Source: an optimization exercise on an open RTL-to-GDS flow (aim: small area, a short achievable clock period and few clock cycles per item). Production flows keep margins and buffers that such runs may drop.
Where RTL was checked, it was by simulation tests only, not by an equivalence proof against the original.

==> try-lagoon: inputs <==
==> flow/design.v <==
`default_nettype none
package mexp_pkg;
  localparam int FIELD_W     = 62;
  localparam int IN_TDATA_W  = 192;
  localparam int OUT_TDATA_W = 64;
  localparam int PC_W        = 4;
  typedef logic [PC_W-1:0] pc_t;
  localparam pc_t STEP_IDLE     = 4'd0;
  localparam pc_t STEP_CHK_EXP  = 4'd1;
  localparam pc_t STEP_CHK_MOD  = 4'd2;
  localparam pc_t STEP_MOD      = 4'd3;
  localparam pc_t STEP_MOD_DONE = 4'd4;
  localparam pc_t STEP_LOOP     = 4'd5;
  localparam pc_t STEP_SETUP_A  = 4'd6;
  localparam pc_t STEP_MUL_A    = 4'd7;
  localparam pc_t STEP_STORE_A  = 4'd8;
  localparam pc_t STEP_SETUP_B  = 4'd9;
  localparam pc_t STEP_MUL_B    = 4'd10;
  localparam pc_t STEP_STORE_B  = 4'd11;
  localparam pc_t STEP_EMIT     = 4'd12;
  localparam pc_t STEP_RETURN   = 4'd13;
  typedef logic [3:0] op_t;
  localparam op_t OP_NOP = 4'd0;
  localparam op_t OP_LOAD = 4'd1;
  localparam op_t OP_SET_ONE = 4'd2;
  localparam op_t OP_CLR_ACC = 4'd3;
  localparam op_t OP_MOD_STEP = 4'd4;
  localparam op_t OP_MOD_DONE = 4'd5;
  localparam op_t OP_SETUP_A = 4'd6;
  localparam op_t OP_MUL_STEP = 4'd7;
  localparam op_t OP_STORE_A = 4'd8;
  localparam op_t OP_SETUP_B = 4'd9;
  localparam op_t OP_STORE_B = 4'd10;
  localparam op_t OP_EMIT = 4'd11;
  typedef logic [3:0] cond_t;
  localparam cond_t C_ALWAYS = 4'd0;
  localparam cond_t C_NO_INPUT = 4'd1;
  localparam cond_t C_EXP_ZERO = 4'd2;
  localparam cond_t C_MOD_ZERO = 4'd3;
  localparam cond_t C_CNT_MORE = 4'd4;
  localparam cond_t C_EBIT_CLEAR = 4'd5;
  localparam cond_t C_MUL_MORE = 4'd6;
  localparam cond_t C_EXP_MORE = 4'd7;
  localparam cond_t C_OUT_BUSY = 4'd8;
  typedef struct packed {
    op_t   op;
    cond_t cond;
    pc_t   target;
  } ctrl_t;
endpackage
`default_nettype wire
`default_nettype none
module mexp_add_mod #(
  parameter int WIDTH = 62
) (
  input  wire logic [WIDTH-1:0] x,
  input  wire logic [WIDTH-1:0] y,
  input  wire logic [WIDTH-1:0] m,
  output logic      [WIDTH-1:0] s
);
  logic [WIDTH:0] sum;
  logic [WIDTH:0] diff;
  always_comb begin
    sum  = {1'b0, x} + {1'b0, y};
    diff = sum - {1'b0, m};
    if (sum >= {1'b0, m}) begin
      s = diff[WIDTH-1:0];
    end else begin
      s = sum[WIDTH-1:0];
    end
  end
endmodule
`default_nettype wire
`default_nettype none
module modular_exponentiation #(
  parameter int WIDTH = 62,
  parameter int R     = 2
) (
  input  wire logic                                 clk,
  input  wire logic                                 rst_n,
  input  wire logic                                 in_tvalid,
  output logic                                      in_tready,
  input  wire logic [mexp_pkg::IN_TDATA_W-1:0]      in_tdata,
  output logic                                      out_tvalid,
  input  wire logic                                 out_tready,
  output logic      [mexp_pkg::OUT_TDATA_W-1:0]     out_tdata
);
  localparam int N  = 62;
  localparam int PW = 65;            
  localparam int FW = mexp_pkg::FIELD_W;
  typedef enum logic [3:0] {
    ST_IDLE  = 4'd0,
    ST_CHECK = 4'd1,
    ST_NORM  = 4'd2,
    ST_SETUP = 4'd3,
    ST_SETUP2 = 4'd9,
    ST_STEP  = 4'd4,
    ST_CPA   = 4'd5,
    ST_FIX   = 4'd6,
    ST_SHR   = 4'd7,
    ST_EMIT  = 4'd8
  } state_t;
  localparam logic [1:0] OP_RED = 2'd0;
  localparam logic [1:0] OP_SQR = 2'd1;
  localparam logic [1:0] OP_MUL = 2'd2;
  state_t            st_r;
  logic              in_ready_r;
  logic              out_valid_r;
  logic [1:0]        op_r;
  logic              pend_mul_r;
  logic [N-1:0]      m_r;
  logic [N-1:0]      e_r;
  logic [N-1:0]      b_r;
  logic [N-1:0]      acc_r;
  logic [PW-1:0]     s_r;
  logic [PW-1:0]     c_r;
  logic [5:0]        sh_r;           
  logic [5:0]        ecnt_r;         
  logic [6:0]        idx_r;          
  logic [5:0]        ng_r;           
  logic [R-1:0]      yd_r;           
  logic [R-1:0]      yn_r;           
  logic              neg_r;
  assign in_tready  = in_ready_r;
  assign out_tvalid = out_valid_r;
  assign out_tdata  = {2'b00, acc_r};
  logic [N-1:0]      yv;
  logic [N+R-1:0]    yext;
  logic [R-1:0]      ynext;
  assign yv   = (op_r == OP_SQR) ? acc_r : b_r;
  assign yext = {yv, {R{1'b0}}};
  logic [6:0]      fidx;           
  logic [N+R-1:0]  ysh;
  assign ysh   = yext >> (fidx + 7'd1);
  assign ynext = ysh[R-1:0];
  logic [5:0] lo;
  assign lo = (op_r == OP_RED) ? 6'd0 : sh_r;
  logic [7:0] ndig;       
  logic [7:0] ngrp8;
  logic [7:0] itop8;
  logic [5:0] ngrp;
  logic [6:0] itop;
  assign ndig  = 8'd62 - {2'b00, lo};
  assign ngrp8 = (ndig + 8'(R - 1)) / 8'(R);
  assign itop8 = {2'b00, lo} + 8'(R) * ngrp8 - 8'd1;
  assign ngrp  = ngrp8[5:0];
  assign itop  = itop8[6:0];
  assign fidx  = (st_r == ST_SETUP) ? itop : idx_r;
  logic [PW-1:0] xs;
  assign xs = {3'b000, acc_r};
  logic          grp_b;
  assign grp_b = m_r[N-2];
  logic [PW-1:0] m_pos, m_neg1, m_neg2;
  assign m_pos  = {3'b000, m_r};
  assign m_neg1 = ~{3'b000, m_r};
  assign m_neg2 = ~{2'b00, m_r, 1'b0};
  function automatic logic [2:0] qsel(input logic [7:0] t, input logic gb);
    logic [7:0] u;
    logic       qm1, q1, q2;
    u   = t ^ 8'h80;
    qm1 = u < 8'd118;
    q2  = gb ? (u >= 8'd165) : (u >= 8'd153);
    q1  = !q2 && !qm1 && (u >= 8'd133);
    qsel = {qm1, q1, q2};
  endfunction
  function automatic logic [7:0] top8(input logic [PW-1:0] v, input int sh);
    logic [PW-1:0] w;
    w    = v << sh;
    top8 = w[64:57];
  endfunction
  logic [2:0]         q0_r, q0_n;
  logic [R:0][PW-1:0] ss;
  logic [R:0][PW-1:0] cs;
  logic [R:0][2:0]    qs;
  logic [R:0]         yk;
  logic [R:0][PW-1:0] yxs;
  logic [R:0][PW-1:0] vs;
  always_comb begin
    for (int k = 0; k < R; k++) yk[k] = yd_r[R-1-k];
    yk[R] = yn_r[R-1];
    for (int k = 0; k <= R; k++) yxs[k] = yk[k] ? xs : '0;
    for (int k = 0; k <= R; k++) begin
      vs[k] = qs[k][2] ? m_pos : (qs[k][1] ? m_neg1 : (qs[k][0] ? m_neg2 : '0));
    end
  end
  assign ss[0] = s_r;
  assign cs[0] = c_r;
  assign qs[0] = q0_r;
  logic [3:0][PW-1:0] tv;
  assign tv[0] = '0;
  assign tv[1] = m_pos;
  assign tv[2] = m_neg1;
  assign tv[3] = m_neg2;
  for (genvar k = 0; k < R; k++) begin : g_step
    logic [PW-1:0]   a, b2, s1, c1;
    assign a  = {ss[k][PW-2:0], 1'b0};
    assign b2 = {cs[k][PW-2:0], 1'b0};
    assign s1 = a ^ b2 ^ yxs[k];
    assign c1 = {((a[PW-2:0] & b2[PW-2:0]) | (a[PW-2:0] & yxs[k][PW-2:0]) | (b2[PW-2:0] & yxs[k][PW-2:0])),
                 qs[k][1] | qs[k][0]};
    assign ss[k+1] = s1 ^ c1 ^ vs[k];
    assign cs[k+1] = {((s1[PW-2:0] & c1[PW-2:0]) | (s1[PW-2:0] & vs[k][PW-2:0]) | (c1[PW-2:0] & vs[k][PW-2:0])), 1'b0};
  end
  for (genvar k = 1; k <= R; k++) begin : g_q
    logic [7:0]  base;
    logic [11:0] cq;
    always_comb begin
      base = top8(s_r, k + 1) + top8(c_r, k + 1);
      for (int i = 0; i <= k; i++) base = base + top8(yxs[i], k - i);
      for (int i = 0; i + 1 < k; i++) base = base + top8(vs[i], k - i);
    end
    for (genvar j = 0; j < 4; j++) begin : g_cand
      assign cq[3*j +: 3] = qsel(base + top8(tv[j], 1), grp_b);
    end
    assign qs[k] = qs[k-1][2] ? cq[5:3] : (qs[k-1][1] ? cq[8:6] : (qs[k-1][0] ? cq[11:9] : cq[2:0]));
  end
  logic [2:0] qfirst;
  assign qfirst = qsel(top8(yn_r[R-1] ? xs : '0, 0), grp_b);
  logic [PW-1:0] fs, fc, fsum;
  always_comb begin
    logic [PW-1:0] d;
    d   = neg_r ? m_pos : '0;
    fs  = s_r ^ c_r ^ d;
    fc  = ((s_r & c_r) | (s_r & d) | (c_r & d)) << 1;
    fsum = fs + fc;
  end
  state_t st_n;
  logic in_ready_n;
  logic out_valid_n;
  logic [1:0] op_n;
  logic pend_mul_n;
  logic [N-1:0] m_n;
  logic [N-1:0] e_n;
  logic [N-1:0] b_n;
  logic [N-1:0] acc_n;
  logic [PW-1:0] s_n;
  logic [PW-1:0] c_n;
  logic [5:0] sh_n;
  logic [5:0] ecnt_n;
  logic [6:0] idx_n;
  logic [5:0] ng_n;
  logic [R-1:0] yd_n;
  logic [R-1:0] yn_n;
  logic neg_n;
  always_comb begin
    st_n = st_r;
    in_ready_n = in_ready_r;
    out_valid_n = out_valid_r;
    op_n = op_r;
    pend_mul_n = pend_mul_r;
    m_n = m_r;
    e_n = e_r;
    b_n = b_r;
    acc_n = acc_r;
    s_n = s_r;
    c_n = c_r;
    sh_n = sh_r;
    ecnt_n = ecnt_r;
    idx_n = idx_r;
    ng_n = ng_r;
    yd_n = yd_r;
    yn_n = yn_r;
    neg_n = neg_r;
    q0_n = q0_r;
      case (st_r)
      ST_IDLE: begin
        if (in_tvalid) begin
          b_n         = in_tdata[WIDTH-1:0];
          e_n         = in_tdata[FW+WIDTH-1:FW];
          m_n         = in_tdata[2*FW+WIDTH-1:2*FW];
          acc_n       = 62'd1;
          sh_n        = '0;
          ecnt_n      = 6'd61;
          in_ready_n  = 1'b0;
          st_n        = ST_CHECK;
        end
      end
      ST_CHECK: begin
        if (e_r == '0) begin
          out_valid_n  = 1'b1;
          st_n         = ST_EMIT;
        end else if (m_r == '0) begin
          acc_n        = '0;
          out_valid_n  = 1'b1;
          st_n         = ST_EMIT;
        end else begin
          st_n  = ST_NORM;
        end
      end
      ST_NORM: begin
        if (!m_r[N-1]) begin
          m_n    = m_r << 1;
          acc_n  = acc_r << 1;
          sh_n   = sh_r + 6'd1;
        end
        if (!e_r[N-1]) begin
          e_n     = e_r << 1;
          ecnt_n  = ecnt_r - 6'd1;
        end
        if (m_r[N-1] && e_r[N-1]) begin
          op_n  = OP_RED;
          st_n  = ST_SETUP;
        end
      end
      ST_SETUP: begin
        idx_n  = itop - 7'(R);
        yn_n   = ynext;
        ng_n   = ngrp;
        s_n    = '0;
        c_n    = '0;
        neg_n  = 1'b0;
        st_n   = ST_SETUP2;
      end
      ST_SETUP2: begin
        yd_n   = yn_r;
        yn_n   = ynext;
        idx_n  = idx_r - 7'(R);
        q0_n   = qfirst;
        st_n   = ST_STEP;
      end
      ST_STEP: begin
        s_n    = ss[R];
        c_n    = cs[R];
        q0_n   = qs[R];
        yd_n   = yn_r;
        yn_n   = ynext;
        idx_n  = idx_r - 7'(R);
        ng_n   = ng_r - 6'd1;
        if (ng_r == 6'd1) st_n  = ST_CPA;
      end
      ST_CPA, ST_FIX: begin
        acc_n  = fsum[N-1:0];
        if (op_r == OP_RED) b_n  = fsum[N-1:0];
        if (st_r == ST_CPA && fsum[PW-1]) begin
          neg_n  = 1'b1;
          st_n   = ST_FIX;
        end else begin
          if (op_r == OP_SQR && pend_mul_r) begin
            op_n  = OP_MUL;
            st_n  = ST_SETUP;
          end else if (ecnt_r != '0) begin
            e_n         = e_r << 1;
            ecnt_n      = ecnt_r - 6'd1;
            pend_mul_n  = e_r[N-2];
            op_n        = OP_SQR;
            st_n        = ST_SETUP;
          end else begin
            st_n  = ST_SHR;
          end
        end
      end
      ST_SHR: begin
        if (sh_r != '0) begin
          acc_n  = acc_r >> 1;
          sh_n   = sh_r - 6'd1;
        end
        if (sh_r <= 6'd1) begin
          out_valid_n  = 1'b1;
          st_n         = ST_EMIT;
        end
      end
      ST_EMIT: begin
        if (out_tready) begin
          out_valid_n  = 1'b0;
          in_ready_n   = 1'b1;
          st_n         = ST_IDLE;
        end
      end
      default: st_n  = ST_IDLE;
    endcase
  end
  always_ff @(posedge clk) begin
    if (!rst_n) begin
      st_r        <= ST_IDLE;
      in_ready_r  <= 1'b1;
      out_valid_r <= 1'b0;
    end else begin
      st_r        <= st_n;
      in_ready_r  <= in_ready_n;
      out_valid_r <= out_valid_n;
    end
  end
  always_ff @(posedge clk) begin
    op_r <= op_n;
    pend_mul_r <= pend_mul_n;
    m_r <= m_n;
    e_r <= e_n;
    b_r <= b_n;
    acc_r <= acc_n;
    s_r <= s_n;
    c_r <= c_n;
    sh_r <= sh_n;
    ecnt_r <= ecnt_n;
    idx_r <= idx_n;
    ng_r <= ng_n;
    yd_r <= yd_n;
    yn_r <= yn_n;
    neg_r <= neg_n;
    q0_r <= q0_n;
  end
endmodule
`default_nettype wire
==> flow/run.sh <==
#!/bin/bash
# synth_recipe.tcl (not shown) runs the flow's synth.tcl, then flattens the netlist and writes it again
# the make line also repeats each setting of config.mk as NAME=value (left out here)
make -C /OpenROAD-flow-scripts/flow DESIGN_CONFIG=/design/flow/config.mk WORK_HOME=/design/flow/orfs CLKGATE_MAP_FILE= SYNTH_SCRIPT=/design/flow/synth_recipe.tcl finish
==> flow/config.mk <==
export PLATFORM = sky130hd
export DESIGN_NAME = modular_exponentiation
export DESIGN_NICKNAME = modular_exponentiation
export VERILOG_FILES = /design/flow/design.v
export SDC_FILE = /design/flow/constraint.sdc
export NUM_CORES = 4
export LEC_CHECK = 0
export CAP_MARGIN = 20
export CORE_MARGIN = 2
export CORE_UTILIZATION = 40
export SETUP_SLACK_MARGIN = 5
export SLEW_MARGIN = 20
==> flow/constraint.sdc <==
create_clock -name core_clock -period 10.0 [get_ports {clk}]
set_input_delay 2.0000 -clock core_clock [delete_from_list [all_inputs] [get_ports {clk}]]
set_output_delay 2.0000 -clock core_clock [all_outputs]
set_load 0.01 [all_outputs]
==> try-nickel (differences from try-lagoon) <==
--- a/flow/design.v
+++ b/flow/design.v
@@ -155,18 +155,14 @@
   assign m_neg1 = ~{3'b000, m_r};
   assign m_neg2 = ~{2'b00, m_r, 1'b0};
-  function automatic logic [2:0] qsel(input logic [7:0] t, input logic gb);
-    logic [7:0] u;
+  function automatic logic [2:0] qsel(input logic [6:0] st, input logic [6:0] ct,
+                                      input logic y, input logic [3:0] xt, input logic gb);
+    logic [6:0] t;
     logic       qm1, q1, q2;
-    u   = t ^ 8'h80;
-    qm1 = u < 8'd118;
-    q2  = gb ? (u >= 8'd165) : (u >= 8'd153);
-    q1  = !q2 && !qm1 && (u >= 8'd133);
+    t   = st + ct + (y ? {3'b000, xt} : 7'd0);
+    qm1 = (t ^ 7'h40) < 7'd60;
+    q2  = gb ? ((t ^ 7'h40) >= 7'd83) : ((t ^ 7'h40) >= 7'd77);
+    q1  = !q2 && ((t ^ 7'h40) >= 7'd67);
     qsel = {qm1, q1, q2};
   endfunction
-  function automatic logic [7:0] top8(input logic [PW-1:0] v, input int sh);
-    logic [PW-1:0] w;
-    w    = v << sh;
-    top8 = w[64:57];
-  endfunction
   logic [2:0]         q0_r, q0_n;
   logic [R:0][PW-1:0] ss;
@@ -174,47 +170,38 @@
   logic [R:0][2:0]    qs;
   logic [R:0]         yk;
-  logic [R:0][PW-1:0] yxs;
-  logic [R:0][PW-1:0] vs;
   always_comb begin
     for (int k = 0; k < R; k++) yk[k] = yd_r[R-1-k];
     yk[R] = yn_r[R-1];
-    for (int k = 0; k <= R; k++) yxs[k] = yk[k] ? xs : '0;
-    for (int k = 0; k <= R; k++) begin
-      vs[k] = qs[k][2] ? m_pos : (qs[k][1] ? m_neg1 : (qs[k][0] ? m_neg2 : '0));
-    end
   end
   assign ss[0] = s_r;
   assign cs[0] = c_r;
   assign qs[0] = q0_r;
-  logic [3:0][PW-1:0] tv;
-  assign tv[0] = '0;
-  assign tv[1] = m_pos;
-  assign tv[2] = m_neg1;
-  assign tv[3] = m_neg2;
+  logic [3:0][8:0] tv;
+  assign tv[0] = 9'd0;
+  assign tv[1] = m_pos[63:55];
+  assign tv[2] = m_neg1[63:55];
+  assign tv[3] = m_neg2[63:55];
   for (genvar k = 0; k < R; k++) begin : g_step
-    logic [PW-1:0]   a, b2, s1, c1;
+    logic [PW-1:0]   a, b2, yx, s1, c1, v;
+    logic [11:0]     cq;
     assign a  = {ss[k][PW-2:0], 1'b0};
     assign b2 = {cs[k][PW-2:0], 1'b0};
-    assign s1 = a ^ b2 ^ yxs[k];
-    assign c1 = {((a[PW-2:0] & b2[PW-2:0]) | (a[PW-2:0] & yxs[k][PW-2:0]) | (b2[PW-2:0] & yxs[k][PW-2:0])),
+    assign yx = yk[k] ? xs : '0;
+    assign s1 = a ^ b2 ^ yx;
+    assign c1 = {((a[PW-2:0] & b2[PW-2:0]) | (a[PW-2:0] & yx[PW-2:0]) | (b2[PW-2:0] & yx[PW-2:0])),
                  qs[k][1] | qs[k][0]};
-    assign ss[k+1] = s1 ^ c1 ^ vs[k];
-    assign cs[k+1] = {((s1[PW-2:0] & c1[PW-2:0]) | (s1[PW-2:0] & vs[k][PW-2:0]) | (c1[PW-2:0] & vs[k][PW-2:0])), 1'b0};
-  end
-  for (genvar k = 1; k <= R; k++) begin : g_q
-    logic [7:0]  base;
-    logic [11:0] cq;
-    always_comb begin
-      base = top8(s_r, k + 1) + top8(c_r, k + 1);
-      for (int i = 0; i <= k; i++) base = base + top8(yxs[i], k - i);
-      for (int i = 0; i + 1 < k; i++) base = base + top8(vs[i], k - i);
-    end
+    assign v  = qs[k][2] ? m_pos : (qs[k][1] ? m_neg1 : (qs[k][0] ? m_neg2 : '0));
+    assign ss[k+1] = s1 ^ c1 ^ v;
+    assign cs[k+1] = {((s1[PW-2:0] & c1[PW-2:0]) | (s1[PW-2:0] & v[PW-2:0]) | (c1[PW-2:0] & v[PW-2:0])), 1'b0};
     for (genvar j = 0; j < 4; j++) begin : g_cand
-      assign cq[3*j +: 3] = qsel(base + top8(tv[j], 1), grp_b);
+      logic [8:0] ns, nc;
+      assign ns = s1[63:55] ^ c1[63:55] ^ tv[j];
+      assign nc = {((s1[62:55] & c1[62:55]) | (s1[62:55] & tv[j][7:0]) | (c1[62:55] & tv[j][7:0])), 1'b0};
+      assign cq[3*j +: 3] = qsel(ns[8:2], nc[8:2], yk[k+1], acc_r[61:58], grp_b);
     end
-    assign qs[k] = qs[k-1][2] ? cq[5:3] : (qs[k-1][1] ? cq[8:6] : (qs[k-1][0] ? cq[11:9] : cq[2:0]));
+    assign qs[k+1] = qs[k][2] ? cq[5:3] : (qs[k][1] ? cq[8:6] : (qs[k][0] ? cq[11:9] : cq[2:0]));
   end
   logic [2:0] qfirst;
-  assign qfirst = qsel(top8(yn_r[R-1] ? xs : '0, 0), grp_b);
+  assign qfirst = qsel(7'd0, 7'd0, yn_r[R-1], acc_r[61:58], grp_b);
   logic [PW-1:0] fs, fc, fsum;
   always_comb begin
TNS_END_PERCENT = 1   (was unset)
==> try-violet (differences from try-lagoon) <==
--- a/flow/design.v
+++ b/flow/design.v
@@ -75,5 +75,5 @@
 module modular_exponentiation #(
   parameter int WIDTH = 62,
-  parameter int R     = 2
+  parameter int R     = 3
 ) (
   input  wire logic                                 clk,
==> qor summary <==
metric                                               try-lagoon  try-nickel  try-violet
Run status                             timing/DRC/antenna clean  timing/DRC/antenna clean  timing/DRC/antenna clean
WP buf/inv                                                    9           5           6
Vert. Die Dim                                          310.6 um    313.0 um    337.1 um
Least-Margin Pin Slew                                  1.137 ns    1.197 ns    1.182 ns
R2R setup slack                                         3.76 ns     4.21 ns     0.47 ns
Portion of netlist area occupied by mux cells            5.233%      5.212%      5.493%
Routed length on met2                                  59450 um    66570 um    73440 um
Min-Delay Endpoint                                      yd_r[0]     yd_r[0]     yd_r[0]
Portion of the layout cell area used by clock cells      3.775%      3.729%      3.212%
Initial DRC count                                          2938        2890        3585
Ant diodes                                                    1           2           0
Post-placement cell count                                  5031        5097        6022
Testbench counts of try-nickel, summed over its fixed seeds: cycles 601,749, items 192.
Only the layout flow was run in try-lagoon and try-violet; the RTL was not checked for function there.

==> separate check: timing with driven ports <==
Ports are ideal in the flow. The routed layouts listed here were re-timed in OpenROAD. Step 1 assumes that a clkbuf_16 drives the clock port and a buf_2 every other input. Step 2 times the ports against the registers' clock, not the clock port: input delays grow and output delays shrink by t, the midpoint of the rising clock arrivals with the driver on. Slacks: ideal ports / drivers / drivers and shift; pairs: ideal ports / drivers.
run	t, ns	setup WS [ns]	pins driven straight from the clock port
try-lagoon	0.722	3.765 / 3.765 / 3.765	1
try-nickel	0.695	4.208 / 4.208 / 4.208	1
try-violet	0.749	0.468 / 0.468 / 0.468	1
After both steps every run listed still meets setup and hold.
